This is an optimization exercise on Yosys and OpenROAD, whose aim is small area, not a production implementation. The RTL was checked by simulation tests, not by an equivalence proof against the original design. Power is estimated from default activity; no workload was simulated.

==> wip/fjord: inputs <==
==> flow/design.v <==
`timescale 1ns/10ps
`default_nettype none
package rvPkg;
	localparam int Xlen = 32;
	typedef logic [4:0] RegAddr_t;
	typedef struct packed {
		logic [6:0] funct7;
		RegAddr_t rs2;
		RegAddr_t rs1;
		logic [2:0] funct3;
		RegAddr_t rd;
		logic [6:0] opcode;
	} RvRtype_t;
	typedef struct packed {
		logic [11:0] imm;
		RegAddr_t rs1;
		logic [2:0] funct3;
		RegAddr_t rd;
		logic [6:0] opcode;
	} RvItype_t;
	typedef struct packed {
		logic [6:0] immHi;
		RegAddr_t rs2;
		RegAddr_t rs1;
		logic [2:0] funct3;
		logic [4:0] immLo;
		logic [6:0] opcode;
	} RvStype_t;
	typedef struct packed {
		logic sign;
		logic [5:0] immHi;
		RegAddr_t rs2;
		RegAddr_t rs1;
		logic [2:0] funct3;
		logic [3:0] immLo;
		logic imm11;
		logic [6:0] opcode;
	} RvBtype_t;
	typedef struct packed {
		logic [19:0] imm;
		RegAddr_t rd;
		logic [6:0] opcode;
	} RvUtype_t;
	typedef struct packed {
		logic sign;
		logic [9:0] immLo;
		logic imm11;
		logic [7:0] immHi;
		RegAddr_t rd;
		logic [6:0] opcode;
	} RvJtype_t;
	typedef union packed {
		RvRtype_t r;
		RvItype_t i;
		RvStype_t s;
		RvBtype_t b;
		RvUtype_t u;
		RvJtype_t j;
	} RvInst_t;
	typedef enum logic [1:0] {RegNone, RegGpr, RegPc, RegImm} RegType_t;
	typedef struct packed {
		RegType_t regType;
		RegAddr_t addr;
	} Operand_t;
	typedef logic [Xlen-1:0] ImmData_t;
	typedef enum logic [1:0] {UnitNop, UnitAlu, UnitMem} ExeUnit_t;
	typedef enum logic [1:0] {AluAdd, AluComp, AluShift, AluLogic} AluOp_t;
	typedef enum logic [1:0] {LogicXor, LogicOr, LogicAnd} LogicSel_t;
	typedef struct packed {
		logic sub;
		logic right;
		logic arith;
		logic isUnsigned;
		logic lessThan;
		logic negate;
		logic branch;
		logic jump;
		LogicSel_t logicSel;
	} AluSubOp_t;
	typedef struct packed {
		AluOp_t op;
		AluSubOp_t subOp;
	} AluCmd_t;
	typedef enum logic {MemLoad, MemStore} MemOp_t;
	typedef enum logic [1:0] {MemByte, MemHalf, MemWord} MemSize_t;
	typedef struct packed {
		MemOp_t op;
		MemSize_t size;
		logic isUnsigned;
	} MemCmd_t;
	typedef struct packed {
		AluCmd_t alu;
		MemCmd_t mem;
	} Command_t;
	typedef struct packed {
		logic [Xlen-1:0] pc;
		Operand_t rs1;
		Operand_t rs2;
		Operand_t rd;
		ImmData_t imm;
		ExeUnit_t unit;
		Command_t command;
		logic invalid;
	} DecEntry_t;
	typedef struct packed {
		logic [Xlen-1:0] pc;
		RegAddr_t rd;
		logic writeRd;
		logic [Xlen-1:0] value;
		logic [Xlen-1:0] target;
		logic taken;
		logic memValid;
		MemCmd_t memCmd;
		logic [Xlen-1:0] memAddr;
		logic [Xlen-1:0] storeData;
		logic invalid;
	} Result_t;
endpackage
`default_nettype wire
`timescale 1ns/10ps
`default_nettype none
module rvCore (
	input logic clk,
	input logic reset_,
	input logic inValid,
	output logic inReady,
	input logic [31:0] inPc,
	input logic [31:0] inInst,
	output logic outValid,
	input logic outReady,
	output logic [172:0] outResult
);
	logic [31:0] pcR;
	logic [31:7] instR;
	logic [3:0] clsR;
	logic [3:0] cls;
	logic [31:0] regs [1:31];
	logic [31:1] regValid;
	logic take;
	logic [4:0] rd;
	logic [4:0] rs1;
	logic [4:0] rs2;
	logic [2:0] f3;
	logic [6:0] f7;
	logic isLoad, isStore, isBranch, isJalr, isJal, isOpImm, isOp, isAuipc, isLui;
	logic invalid;
	logic writeRd;
	logic wrEn;
	logic [31:1] selA;
	logic [31:1] selB;
	logic [10:0] grpA [0:31];
	logic [10:0] grpB [0:31];
	logic [31:0] a;
	logic [31:0] b;
	logic [31:0] imm;
	logic [31:0] opB;
	logic [31:0] x;
	logic [31:0] y;
	logic sub;
	logic usePc;
	logic [31:0] sum;
	logic lt;
	logic eq;
	logic cond;
	logic [31:0] shIn;
	logic [31:0] shR;
	logic [31:0] pc4;
	logic selSum, selShr, selShl, selXor, selOr, selAnd, selPc4, selLt;
	logic [31:0] value;
	logic [31:0] target;
	assign inReady = !outValid || outReady;
	assign take = outValid && outReady;
	always_ff @(posedge clk or negedge reset_) begin
		if (!reset_) begin
			outValid <= 1'b0;
		end else if (inValid && inReady) begin
			outValid <= 1'b1;
		end else if (outReady) begin
			outValid <= 1'b0;
		end
	end
	always_ff @(posedge clk) begin
		if (inValid && inReady) begin
			pcR <= inPc;
			instR <= inInst[31:7];
			clsR <= cls;
		end
	end
	localparam logic [3:0] ClsNop = 4'b0000, ClsBad = 4'b0001, ClsLoad = 4'b0010,
		ClsStore = 4'b0011, ClsBranch = 4'b0100, ClsOpImm = 4'b1000, ClsOp = 4'b1001,
		ClsLui = 4'b1010, ClsAuipc = 4'b1011, ClsJalr = 4'b1100, ClsJal = 4'b1101;
	logic [4:0] iop;
	logic [2:0] if3;
	logic [6:0] if7;
	logic ibad;
	assign iop = inInst[6:2];
	assign if3 = inInst[14:12];
	assign if7 = inInst[31:25];
	always_comb begin
		ibad = 1'b0;
		cls = ClsBad;
		if (iop == 5'b00000) begin
			cls = ClsLoad;
			ibad = (if3 == 3'd3) || (if3[2:1] == 2'b11);
		end
		if (iop == 5'b01000) begin
			cls = ClsStore;
			ibad = if3[2] || (if3 == 3'd3);
		end
		if (iop == 5'b11000) begin
			cls = ClsBranch;
			ibad = (if3[2:1] == 2'b01);
		end
		if (iop == 5'b11001) begin
			cls = ClsJalr;
			ibad = (if3 != 3'd0);
		end
		if (iop == 5'b11011) cls = ClsJal;
		if (iop == 5'b00100) begin
			cls = ClsOpImm;
			if (if3 == 3'd1) ibad = (if7 != 7'h00);
			if (if3 == 3'd5) ibad = (if7 != 7'h00) && (if7 != 7'h20);
		end
		if (iop == 5'b01100) begin
			cls = ClsOp;
			if (if7 == 7'h20) ibad = (if3 != 3'd0) && (if3 != 3'd5);
			else ibad = (if7 != 7'h00);
		end
		if (iop == 5'b00101) cls = ClsAuipc;
		if (iop == 5'b01101) cls = ClsLui;
		if (iop == 5'b00011 || iop == 5'b11100 || iop == 5'b01011 || iop == 5'b00001 ||
			iop == 5'b01001 || iop == 5'b10100 || iop[4:2] == 3'b100) cls = ClsNop;
		if (ibad || inInst[1:0] != 2'b11) cls = ClsBad;
	end
	assign rd = instR[11:7];
	assign f3 = instR[14:12];
	assign rs1 = instR[19:15];
	assign rs2 = instR[24:20];
	assign f7 = instR[31:25];
	assign isLoad = clsR == ClsLoad;
	assign isStore = clsR == ClsStore;
	assign isBranch = clsR == ClsBranch;
	assign isJalr = clsR == ClsJalr;
	assign isJal = clsR == ClsJal;
	assign isOpImm = clsR == ClsOpImm;
	assign isOp = clsR == ClsOp;
	assign isAuipc = clsR == ClsAuipc;
	assign isLui = clsR == ClsLui;
	assign invalid = clsR == ClsBad;
	assign writeRd = clsR[3] && (rd != 5'd0);
	assign wrEn = take && writeRd;
	always_comb begin
		for (int r = 1; r < 32; r++) begin
			selA[r] = (rs1 == r) && regValid[r];
			selB[r] = (rs2 == r) && regValid[r];
		end
		for (int k = 0; k < 32; k++) begin
			for (int g = 0; g < 11; g++) begin
				grpA[k][g] = 1'b0;
				grpB[k][g] = 1'b0;
				for (int j = 0; j < 3; j++) begin
					if (3 * g + j >= 1 && 3 * g + j < 32) begin
						grpA[k][g] = grpA[k][g] | (regs[3 * g + j][k] & selA[3 * g + j]);
						grpB[k][g] = grpB[k][g] | (regs[3 * g + j][k] & selB[3 * g + j]);
					end
				end
			end
			a[k] = |grpA[k];
			b[k] = |grpB[k];
		end
	end
	always_ff @(posedge clk) begin
		for (int r = 1; r < 32; r++) begin
			if (wrEn && rd == r) begin
				regs[r] <= value;
			end
		end
	end
	always_ff @(posedge clk or negedge reset_) begin
		if (!reset_) begin
			regValid <= '0;
		end else begin
			for (int r = 1; r < 32; r++) begin
				if (wrEn && rd == r) begin
					regValid[r] <= 1'b1;
				end
			end
		end
	end
	always_comb begin
		imm[31] = instR[31];
		imm[30:20] = (isLui || isAuipc) ? instR[30:20] : {11{instR[31]}};
		imm[19:12] = (isLui || isAuipc || isJal) ? instR[19:12] : {8{instR[31]}};
		if (isLui || isAuipc) imm[11] = 1'b0;
		else if (isBranch) imm[11] = instR[7];
		else if (isJal) imm[11] = instR[20];
		else imm[11] = instR[31];
		imm[10:5] = (isLui || isAuipc) ? 6'd0 : instR[30:25];
		if (isLui || isAuipc) imm[4:1] = 4'd0;
		else if (isStore || isBranch) imm[4:1] = instR[11:8];
		else imm[4:1] = instR[24:21];
		if (isStore) imm[0] = instR[7];
		else if (isLui || isAuipc || isBranch || isJal) imm[0] = 1'b0;
		else imm[0] = instR[20];
	end
	assign opB = (isOp || isBranch) ? b : {{20{instR[31]}}, instR[31:20]};
	assign sub = isOp && f7[5];
	assign usePc = isAuipc || isJal || isBranch;
	assign x = (pcR & {32{usePc}}) | (a & {32{!usePc && !isLui}});
	assign y = isOp ? (b ^ {32{sub}}) : imm;
	assign sum = x + y + {31'd0, sub};
	logic [31:0] ltT [0:5];
	logic [31:0] eqT [0:5];
	logic signedCmp;
	assign signedCmp = isBranch ? !f3[1] : !f3[0];
	always_comb begin
		for (int n = 0; n < 32; n++) begin
			ltT[0][n] = !a[n] && opB[n];
			eqT[0][n] = a[n] == opB[n];
		end
		if (signedCmp) ltT[0][31] = a[31] && !opB[31];
		for (int l = 0; l < 5; l++) begin
			ltT[l+1] = '0;
			eqT[l+1] = '0;
			for (int n = 0; n < (16 >> l); n++) begin
				ltT[l+1][n] = ltT[l][2*n+1] || (eqT[l][2*n+1] && ltT[l][2*n]);
				eqT[l+1][n] = eqT[l][2*n+1] && eqT[l][2*n];
			end
		end
		lt = ltT[5][0];
		eq = eqT[5][0];
	end
	assign cond = (f3[2] ? lt : eq) ^ f3[0];
	always_comb begin
		for (int n = 0; n < 32; n++) shIn[n] = f3[2] ? a[n] : a[31-n];
		shR = $signed({f3[2] && f7[5] && a[31], shIn}) >>> opB[4:0];
	end
	assign pc4 = pcR + 32'd4;
	always_comb begin
		selPc4 = isJal || isJalr;
		selSum = !(isOp || isOpImm) || f3 == 3'd0;
		selShl = (isOp || isOpImm) && f3 == 3'd1;
		selShr = (isOp || isOpImm) && f3 == 3'd5;
		selLt = (isOp || isOpImm) && f3[2:1] == 2'b01;
		selXor = (isOp || isOpImm) && f3 == 3'd4;
		selOr = (isOp || isOpImm) && f3 == 3'd6;
		selAnd = (isOp || isOpImm) && f3 == 3'd7;
		for (int n = 0; n < 32; n++) begin
			value[n] = selPc4 ? pc4[n] :
				((sum[n] & selSum) | (shR[n] & selShr) | (shR[31-n] & selShl) |
				 ((a[n] ^ opB[n]) & (selXor | selOr)) | (a[n] & opB[n] & (selOr | selAnd)));
		end
		value[0] = value[0] | (lt & selLt & !selPc4);
	end
	assign target = {sum[31:1], sum[0] && !(isJal || isJalr)};
	assign outResult = {pcR, rd, writeRd, value, target,
		isBranch && cond,
		isLoad || isStore,
		isStore, f3[1:0], f3[2],
		sum, b, invalid};
endmodule
`default_nettype wire
==> flow/flow/run.sh <==
#!/bin/bash
# Standard layout with three changes: synthesis's ABC mapping runs for area instead of
# speed, ports get the smallest buffer, and clock tree synthesis uses larger sink clusters
# without dummy loads. Synthesis is synth_recipe.tcl unchanged apart from the ABC script, so
# the registers (names, count, cell types) are those of the standard synthesis.
set -uo pipefail
W=$(pwd)
F=$W/flow
cat > "$W/area_synth.tcl" <<TCL
proc abc {args} {
  set i [lsearch -exact \$args -script]
  if {\$i >= 0} { lset args [expr {\$i + 1}] $F/area.abc }
  yosys abc {*}\$args
}
source $W/synth_recipe.tcl
TCL
bash "$W/standard.sh" "SYNTH_SCRIPT=$W/area_synth.tcl" \
  "BUFFER_PORTS_ARGS=-buffer_cell sky130_fd_sc_hd__buf_1" \
  "CTS_ARGS=-sink_clustering_enable -repair_clock_nets -dont_use_dummy_load -sink_clustering_size 30 -sink_clustering_max_diameter 80 -buf_list {sky130_fd_sc_hd__clkbuf_8 sky130_fd_sc_hd__clkbuf_16}" \
  finish > "$W/flow_make.log" 2>&1
==> flow/flow/area.abc <==
strash
&get -n
&st
&dch
&nf -R 1000
&put
topo
==> flow/standard.sh <==
#!/bin/bash
# synth_recipe.tcl (not shown) runs the flow's synth.tcl, then flattens the netlist and writes it again
# the make line also repeats each setting of config.mk as NAME=value (left out here)
make -C /OpenROAD-flow-scripts/flow DESIGN_CONFIG=/design/flow/config.mk WORK_HOME=/design/flow/orfs CLKGATE_MAP_FILE= SYNTH_SCRIPT=/design/flow/synth_recipe.tcl "${@:-finish}"
==> flow/config.mk <==
export PLATFORM = sky130hd
export DESIGN_NAME = rvCore
export DESIGN_NICKNAME = rvCore
export VERILOG_FILES = /design/flow/design.v
export SDC_FILE = /design/flow/constraint.sdc
export NUM_CORES = 4
export LEC_CHECK = 0
export CAP_MARGIN = 0
export CORE_MARGIN = 2
export CORE_UTILIZATION = 45
export PLACE_DENSITY = 0.85
export SETUP_SLACK_MARGIN = 0.2
export SLEW_MARGIN = 0
==> flow/constraint.sdc <==
create_clock -name core_clock -period 10.0 [get_ports {clk}]
set_input_delay 2.0000 -clock core_clock [delete_from_list [all_inputs] [get_ports {clk}]]
set_output_delay 2.0000 -clock core_clock [all_outputs]
set_load 0.01 [all_outputs]
==> wip/garnet: changes against wip/fjord <==
--- a/flow/flow/run.sh
+++ b/flow/flow/run.sh
@@ -16,5 +16,5 @@
 TCL
 bash "$W/standard.sh" "SYNTH_SCRIPT=$W/area_synth.tcl" \
   "BUFFER_PORTS_ARGS=-buffer_cell sky130_fd_sc_hd__buf_1" \
-  "CTS_ARGS=-sink_clustering_enable -repair_clock_nets -dont_use_dummy_load -sink_clustering_size 30 -sink_clustering_max_diameter 80 -buf_list {sky130_fd_sc_hd__clkbuf_8 sky130_fd_sc_hd__clkbuf_16}" \
+  "CTS_ARGS=-sink_clustering_enable -repair_clock_nets -dont_use_dummy_load -sink_clustering_size 24 -sink_clustering_max_diameter 70 -buf_list {sky130_fd_sc_hd__clkbuf_8 sky130_fd_sc_hd__clkbuf_16}" \
   finish > "$W/flow_make.log" 2>&1
PLACE_DENSITY = default   (was 0.85)
==> run notes <==
- wip/garnet finished clean. wip/fjord completed without violations.
- In wip/fjord the via count is higher than in wip/garnet, by about 2.3%.
- Of wip/fjord and wip/garnet, wip/fjord has the higher clock skew (gap 0.021 ns).
- Against wip/fjord, the power of wip/garnet is larger by about 4.5%.
- Against wip/fjord, the critical path depth of wip/garnet is lower by 1.
- Against wip/fjord, the sequential share of layout area of wip/garnet is lower by 0.62 points.
- Combinational power is about the same in wip/garnet and wip/fjord.
- In wip/fjord the global-route usage is lower than in wip/garnet, by 2.1 points.
- Clock-buffer cell count: wip/fjord is lower than wip/garnet (19).
- In wip/fjord the final cell count is lower than in wip/garnet, by 0.86%.
- Against wip/fjord, the core utilization of wip/garnet is higher by 0.56 points.
- Maximum frequency: wip/garnet is smaller than wip/fjord (about 2%).

==> static timing again, ports no longer ideal <==
The results above use ideal ports. As a check the final layouts listed here were re-extracted and re-timed, cells and wires unchanged.
Step 1 assumes that a clkbuf_16 drives the clock port and a buf_2 every other input.
Step 2 adds t to the input delays and takes it off the output delays; t is the mean of the earliest and latest rising clock arrival at the registers after step 1. Input paths then give back, and output paths get back, about the clock's delay inside the block.
Three values: ideal, step 1, step 2; two values: the first two.
run	shift t [ns]	setup slack, ns	worst register clock-pin slew, ns	worst data-port slew with drivers (ns)
wip/fjord	0.714	0.417 / 0.340 / 1.054	0.12 / 0.12	0.15
wip/garnet	0.718	0.219 / 0.146 / 0.863	0.10 / 0.10	0.23
After both steps every run listed still meets setup and hold.
